What follows belongs to an exercise in optimizing a design on an open flow for small area, a short achievable clock period and few clock cycles per item; a production flow would make more cautious choices.
In this exercise RTL edits were held to simulation tests only and were not proved equivalent to the original.
Power is estimated from default activity; no workload was simulated.

run C:
// instr_fetch_unit
module instr_fetch_unit
#(
  parameter int          IMEM_DEPTH   = 128,
  parameter logic [31:0] RESET_PC     = 32'h0000_0000,
  parameter int          WAIT_TIMEOUT = 16
) (
  input  logic                  clk,
  input  logic                  rst,
  input  logic                  run,
  input  logic                  imem_we,
  input  logic [6:0]            imem_waddr,
  input  logic [31:0]           imem_wdata,
  output logic [31:0]           instrword,
  output logic                  newinstr,
  input  logic                  instrdone,
  input  logic                  aluzero,
  output logic [31:0]           pc,
  output logic                  halted,
  output logic                  fault
);
  localparam int NPART = 8;                  
  logic [31:0] imem   [128];
  logic [31:0] imem_d [128];
  logic        busy_q;             
  logic        rvalid_q;           
  logic        req_q;              
  logic [31:2] pc_q;
  logic [31:0] instrword_q;
  logic [31:0] fall_q;             
  logic [6:0]  raddr_q;            
  logic [15:0] rlo_q;              
  logic [7:0]  rhi_q;              
  logic [31:0] part_q [NPART];
  logic        newinstr_q;
  logic        halted_q, fault_q;
  logic [4:0]  wait_cnt_q;
  logic        taken_oor_q;        
  logic        br_c10_q;           
  logic        br_b9_q;            
  logic        pc_oor_q;           
  logic        j_q, beq_q, bne_q, halt_q, fall_oor_q;
  logic        first_q;            
  logic [6:0]  f_addr_q;           
  logic [15:0] f_oh_q;             
  logic        pc_load;
  logic [31:2] pc_next, pc_o_q, pc_o_d;
  logic [127:0] wsel, whold;
  for (genvar b = 0; b < 8; b++) begin : g_wblk
    logic [3:0] row, col;
    ifu_wpre #(.BLK(b)) u_pre (
      .we   (imem_we),
      .a    (imem_waddr),
      .row  (row),
      .col  (col)
    );
    for (genvar w = 0; w < 16; w++) begin : g_wdec
      ifu_wdec u_wdec (
  ...
Size: ~12,000 cells after synthesis, roughly 160,000 um2 of cells after synthesis.
Settings: LEC_CHECK=0, ABC_CLOCK_PERIOD_IN_PS=2500, CAP_MARGIN=20, CORE_MARGIN=2, CORE_UTILIZATION=55, CTS_BUF_LIST=sky130_fd_sc_hd__clkbuf_16, CTS_CLUSTER_DIAMETER=80, CTS_CLUSTER_SIZE=20, SETUP_SLACK_MARGIN=3.0, SLEW_MARGIN=20, SYNTH_HIERARCHICAL=1; clock period 5.5 ns.
run.sh (not shown) runs the stock make flow with config.mk's settings and CLKGATE_MAP_FILE= SYNTH_SCRIPT=/design/flow/synth_recipe.tcl, a recipe that flattens the netlist after the stock synthesis.
The flow did not stop early for run C: all stages ran, and the layout cleared the timing, design-rule and antenna checks.
Testbench counts of run C, summed over its fixed seeds: cycles 48,511, items 12,000.
Setup changes, run C to run D
--- a/flow/design.v
+++ b/flow/design.v
@@ -60,22 +60,23 @@
   localparam int NPART = 8;                  
   logic [31:0] imem   [128];
   logic [31:0] imem_d [128];
   logic        busy_q;             
   logic        rvalid_q;           
   logic        req_q;              
   logic [31:2] pc_q;
   logic [31:0] instrword_q;
   logic [31:0] fall_q;             
   logic [6:0]  raddr_q;            
   logic [15:0] rlo_q;              
+  logic [15:0] rlo_d;
   logic [7:0]  rhi_q;              
   logic [31:0] part_q [NPART];
   logic        newinstr_q;
   logic        halted_q, fault_q;
   logic [4:0]  wait_cnt_q;
   logic        taken_oor_q;        
   logic        br_c10_q;           
   logic        br_b9_q;            
   logic        pc_oor_q;           
   logic        j_q, beq_q, bne_q, halt_q, fall_oor_q;
   logic        first_q;            
@@ -107,25 +108,33 @@
         .q    (imem[w][4*c+3:4*c]),
         .hold (whold[w]),
         .wd   (imem_wdata[4*c+3:4*c]),
         .we   (wsel[w]),
         .d    (imem_d[w][4*c+3:4*c])
       );
     end
   end
   always_ff @(posedge clk) begin
     for (int w = 0; w < 128; w++) imem[w] <= imem_d[w];
   end
+  logic [15:0]  gsel [NPART];
   logic [127:0] rsel;
+  for (genvar p = 0; p < NPART; p++) begin : g_sel
+    ifu_selreg u_sel (
+      .clk (clk),
+      .d   (rlo_d),
+      .q   (gsel[p])
+    );
+  end
   always_comb begin
-    for (int w = 0; w < 128; w++) rsel[w] = rlo_q[w % 16];
+    for (int w = 0; w < 128; w++) rsel[w] = gsel[w / 16][w % 16];
   end
   logic [31:0] grp_n [NPART][6];
   for (genvar p = 0; p < NPART; p++) begin : g_part
     for (genvar k = 0; k < 6; k++) begin : g_sl
       localparam int W0 = 16*p + ((k < 4) ? 3*k : 12 + 2*(k-4));
       for (genvar c = 0; c < 8; c++) begin : g_slice
         if (k < 4) begin : g_3
           ifu_rd3 u_rd (
             .s   (rsel[W0+2:W0]),
             .d0  (imem[W0][4*c+3:4*c]),
             .d1  (imem[W0+1][4*c+3:4*c]),
@@ -187,23 +196,23 @@
   logic first;
   assign first = first_q;
   function automatic logic [15:0] dec16(logic [3:0] a);
     dec16 = '0;
     dec16[a] = 1'b1;
   endfunction
   function automatic logic [15:0] rotl16(logic [15:0] v, logic [3:0] n);
     logic [31:0] vv;
     vv = {v, v} << n;
     rotl16 = vv[31:16];
   endfunction
-  logic [15:0] rlo_inc, rlo_tgt, rlo_f1, rlo_f2, rlo_d;
+  logic [15:0] rlo_inc, rlo_tgt, rlo_f1, rlo_f2;
   assign rlo_inc = {rlo_q[14:0], rlo_q[15]};
   assign rlo_tgt = is_j ? dec16(instrword_q[3:0]) : rotl16(rlo_q, instrword_q[3:0]);
   assign rlo_f1  = f_oh_q;
   assign rlo_f2  = {f_oh_q[14:0], f_oh_q[15]};
   logic [6:0] raddr_d;
   always_comb begin
     raddr_d = raddr_q;
     if (rst) begin
       raddr_d = RESET_PC[8:2];
     end else if (!halted_q) begin
       if (!busy_q) begin
@@ -403,11 +412,18 @@
 endmodule
 module ifu_hold #(
   parameter int W = 32
 ) (
   input  logic [W-1:0] q,
   input  logic [W-1:0] d,
   input  logic         en,
   output logic [W-1:0] y
 );
   assign y = en ? d : q;
 endmodule
+module ifu_selreg (
+  input  logic        clk,
+  input  logic [15:0] d,
+  output logic [15:0] q
+);
+  always_ff @(posedge clk) q <= d;
+endmodule
--- outcome ---
- Every run in the comparison, run C and run D, completed the flow with a clean layout.
- Routed via count divided by cell count ends up lower on run D.
- Estimated wirelength of the detail-placed design, run D vs run C: up slightly
- Per the comparison of run D with run C, power increased 6.9 mW; count of buffer and inverter cells on the critical path increased by 1 relative to the old numbers; flip-flop and latch count moved up; routed via count held steady; die area rose by 5100 um2.
- Number of multi-input combinational cells in the layout: run D vs run C — no meaningful difference
- Of run C and run D, the higher total global-route track usage belongs to run C.
- Run D ends up with a final setup slack of the worst path that is 0.070 ns higher than in run C.
Testbench counts of run D, summed over its fixed seeds: cycles 48,511, items 12,000.

## re-timing with driven ports
Ports are ideal in the flow. The routed layouts listed here were re-timed in OpenROAD.
Step 1 assumes that a clkbuf_16 drives the clock port and a buf_2 every other input.
Step 2 moves the port delays by t, midway between the first and last clock arrival at a register: inputs arrive t later, outputs are due t later. That takes back most of the time a late clock gives input paths.
Slacks: no drivers / after step 1 / after step 2; pairs: no drivers / after step 1.
run | t, ns | slack for setup (ns) | worst hold slack (ns) | worst setup path after step 2 | slew at the worst register clock pin (ns)
run C | 1.025 | 2.786 / 2.767 / 2.040 | 0.480 / 0.480 / 0.480 | input to register | 0.09 / 0.09
run D | 1.014 | 2.856 / 2.859 / 1.916 | 0.487 / 0.487 / 0.487 | input to register | 0.09 / 0.09
After both steps every run listed still meets setup and hold. The setup slack of run D, which loses most, moves by +0.003 ns with the drivers and by -0.940 ns with both steps.
